Context: an optimization exercise on an open-source flow, tuned for small area, a short achievable clock period and few clock cycles per item. The choices shown serve that exercise and are no tape-out recipe.
In this exercise RTL edits were held to simulation tests only and were not proved equivalent to the original.
Power and IR drop assume default switching activity.

## red
==> flow/design.v (excerpt) <==
module bitmap_block_allocator_top #(
  parameter int TOTAL_BLOCKS = 1024
) (
  input  logic                clk_i,
  input  logic                rst_ni,
  input  logic                cfg_we_i,
  input  logic [bba_pkg::BlockIdW-1:0] cfg_wdata_i,
  input  logic                in_valid_i,
  output logic                in_ready_o,
  input  logic [bba_pkg::BlockIdW:0]   in_data_i,
  output logic                out_valid_o,
  input  logic                out_ready_i,
  output logic [bba_pkg::GrantW+1:0]   out_data_o
);
  localparam int BlockIdW = bba_pkg::BlockIdW;
  logic [BlockIdW-1:0] data_start_q;
  bba_pkg::in_t        q_req;
  bba_pkg::cmd_t       front_cmd;
  logic                q_valid, q_ready, c_valid, take, clr_busy;
  always_ff @(posedge clk_i or negedge rst_ni) begin
    if (!rst_ni) begin
      data_start_q <= '0;
    end else if (cfg_we_i) begin
      data_start_q <= cfg_wdata_i;
    end
  end
  bba_cmd_fifo u_fifo (
    .clk_i       (clk_i),
    .rst_ni      (rst_ni),
    .hold_i      (clr_busy),
    .pop_ready_i (q_ready),
    .push_valid_i(in_valid_i),
    .push_ready_o(in_ready_o),
    .push_data_i (in_data_i),
    .pop_valid_o (q_valid),
    .pop_data_o  (q_req)
  );
  bba_front #(
    .TOTAL_BLOCKS(TOTAL_BLOCKS)
  ) u_front (
    .clk_i       (clk_i),
    .rst_ni      (rst_ni),
    .data_start_i(data_start_q),
    .in_valid_i  (q_valid),
    .in_ready_o  (q_ready),
    .in_data_i   (q_req),
    .cmd_valid_o (c_valid),
    .cmd_ready_i (take),
    .cmd_o       (front_cmd)
  );
  bba_back u_back (
    .clk_i       (clk_i),
    .rst_ni      (rst_ni),
    .data_start_i(data_start_q),
    .new_valid_i (c_valid),
  ...
clock: 8.5 ns
lec_check: 0
cap_margin: 20
core_margin: 2
core_utilization: 45
cts_buf_list: sky130_fd_sc_hd__clkbuf_4 sky130_fd_sc_hd__clkbuf_8
cts_cluster_diameter: 50
cts_cluster_size: 14
place_density: 0.65
setup_slack_margin: 5.0
slew_margin: 20
run.sh (not shown) runs the stock make flow with config.mk's settings and CLKGATE_MAP_FILE= SYNTH_SCRIPT=/design/flow/synth_recipe.tcl, a recipe that flattens the netlist after the stock synthesis.
Testbench counts of red, summed over its fixed seeds: cycles 11,248, items 11,200.
[inputs] blue vs red
# red
export LEC_CHECK = 0
export CAP_MARGIN = 20
export CORE_MARGIN = 2
export CORE_UTILIZATION = 45
export CTS_BUF_LIST = sky130_fd_sc_hd__clkbuf_4 sky130_fd_sc_hd__clkbuf_8
export CTS_CLUSTER_DIAMETER = 50
export CTS_CLUSTER_SIZE = 14
export PLACE_DENSITY = 0.65
export SETUP_SLACK_MARGIN = 5.0
export SLEW_MARGIN = 20
create_clock -name core_clock -period 8.5 [get_ports {clk_i}]
# blue
export LEC_CHECK = 0
export CAP_MARGIN = 20
export CORE_MARGIN = 2
export CORE_UTILIZATION = 50
export CTS_BUF_LIST = sky130_fd_sc_hd__clkbuf_4 sky130_fd_sc_hd__clkbuf_8
export CTS_CLUSTER_DIAMETER = 50
export CTS_CLUSTER_SIZE = 14
export PLACE_DENSITY = 0.65
export SETUP_SLACK_MARGIN = 5.0
export SLEW_MARGIN = 20
create_clock -name core_clock -period 8.5 [get_ports {clk_i}]
==> summary.txt <==
All-layer global routing usage was lower in the run labelled red.
The wire length reported for blue is greater than that of red by about 2.3%.
As far as worst reg2reg path depth goes, blue and red are indistinguishable; the numbers are identical.
Compared with red, blue instantiates a smaller number of cells.
Max met1 layer wirelength in the final routing across red and blue: blue
NOTE number of well taps red->blue decreased by a little under 10%
Between blue and red, it is blue whose effective utilization at floorplan is higher, by 5.0 points.
Cmp red and blue / actual transition at the worst max-transition pin / lower: red
Maximum achievable frequency in blue is 2.0 MHz lower than in red
Met1 track utilization from global routing, red and blue: lower on red
Switching power of the nets: blue < red
Inputs modified between blue and green:
# blue
export LEC_CHECK = 0
export CAP_MARGIN = 20
export CORE_MARGIN = 2
export CORE_UTILIZATION = 50
export CTS_BUF_LIST = sky130_fd_sc_hd__clkbuf_4 sky130_fd_sc_hd__clkbuf_8
export CTS_CLUSTER_DIAMETER = 50
export CTS_CLUSTER_SIZE = 14
export PLACE_DENSITY = 0.65
export SETUP_SLACK_MARGIN = 5.0
export SLEW_MARGIN = 20
create_clock -name core_clock -period 8.5 [get_ports {clk_i}]
# green
export LEC_CHECK = 0
export CAP_MARGIN = 20
export CORE_MARGIN = 2
export CORE_UTILIZATION = 45
export CTS_BUF_LIST = sky130_fd_sc_hd__clkbuf_4 sky130_fd_sc_hd__clkbuf_8
export CTS_CLUSTER_DIAMETER = 50
export CTS_CLUSTER_SIZE = 16
export PLACE_DENSITY = 0.65
export SETUP_SLACK_MARGIN = 5.0
export SLEW_MARGIN = 20
create_clock -name core_clock -period 8.5 [get_ports {clk_i}]
==> summary.txt <==
- Taking blue as the reference, in green maximum ir drop on the vdd rail higher; clock skew higher; estimated wirelength of the detail-placed design went down; total wire length fell about 3.4%; shortest clock period the worst path allows after layout down 15 ps.
- green reports its slowest stage cell on the critical path as sky130_fd_sc_hd__or4_4 while blue reports sky130_fd_sc_hd__o211ai_1.
- green: full flow OK, the timing, design-rule and antenna checks passed
- green vs. blue: worst max-slew margin expressed relative to the limit went down by 3.0 points, non-clock buffer count in the final layout lost 94, flip-flop and latch count level, final estimated routing congestion in global placement went down about 2.2%.
- green: sequential share of layout area is 1.1 points higher than what blue reported.
- Relative to blue, worst hold margin has increased by 5.1 ps in green.

## separate check: timing with driven ports
In the flow no input, the clock included, has a driving cell. The finished layouts below were timed again as built, in two steps.
Step 1 sets driving cells, clkbuf_16 on the clock port and buf_2 on the other inputs (assumed; they add their load-dependent delay and slew).
Step 2, shift: input delay + t, output delay - t, t = (earliest + latest rising clock arrival at the registers) / 2. This alone moves slack from input paths to output paths.
Three values: no drivers, after step 1, after step 2; two values: the first two.
run | t, ns | setup slack, ns | worst register clock-pin slew, ns | worst slew at a driven data input, ns | cell pins on the clock port's net
red | 0.871 | 4.738 / 4.738 / 4.738 | 0.10 / 0.10 | 0.05 | 1
blue | 0.870 | 4.709 / 4.709 / 4.709 | 0.10 / 0.10 | 0.05 | 1
green | 0.887 | 4.724 / 4.724 / 4.724 | 0.10 / 0.10 | 0.04 | 1
After both steps setup and hold are still met in every run listed.
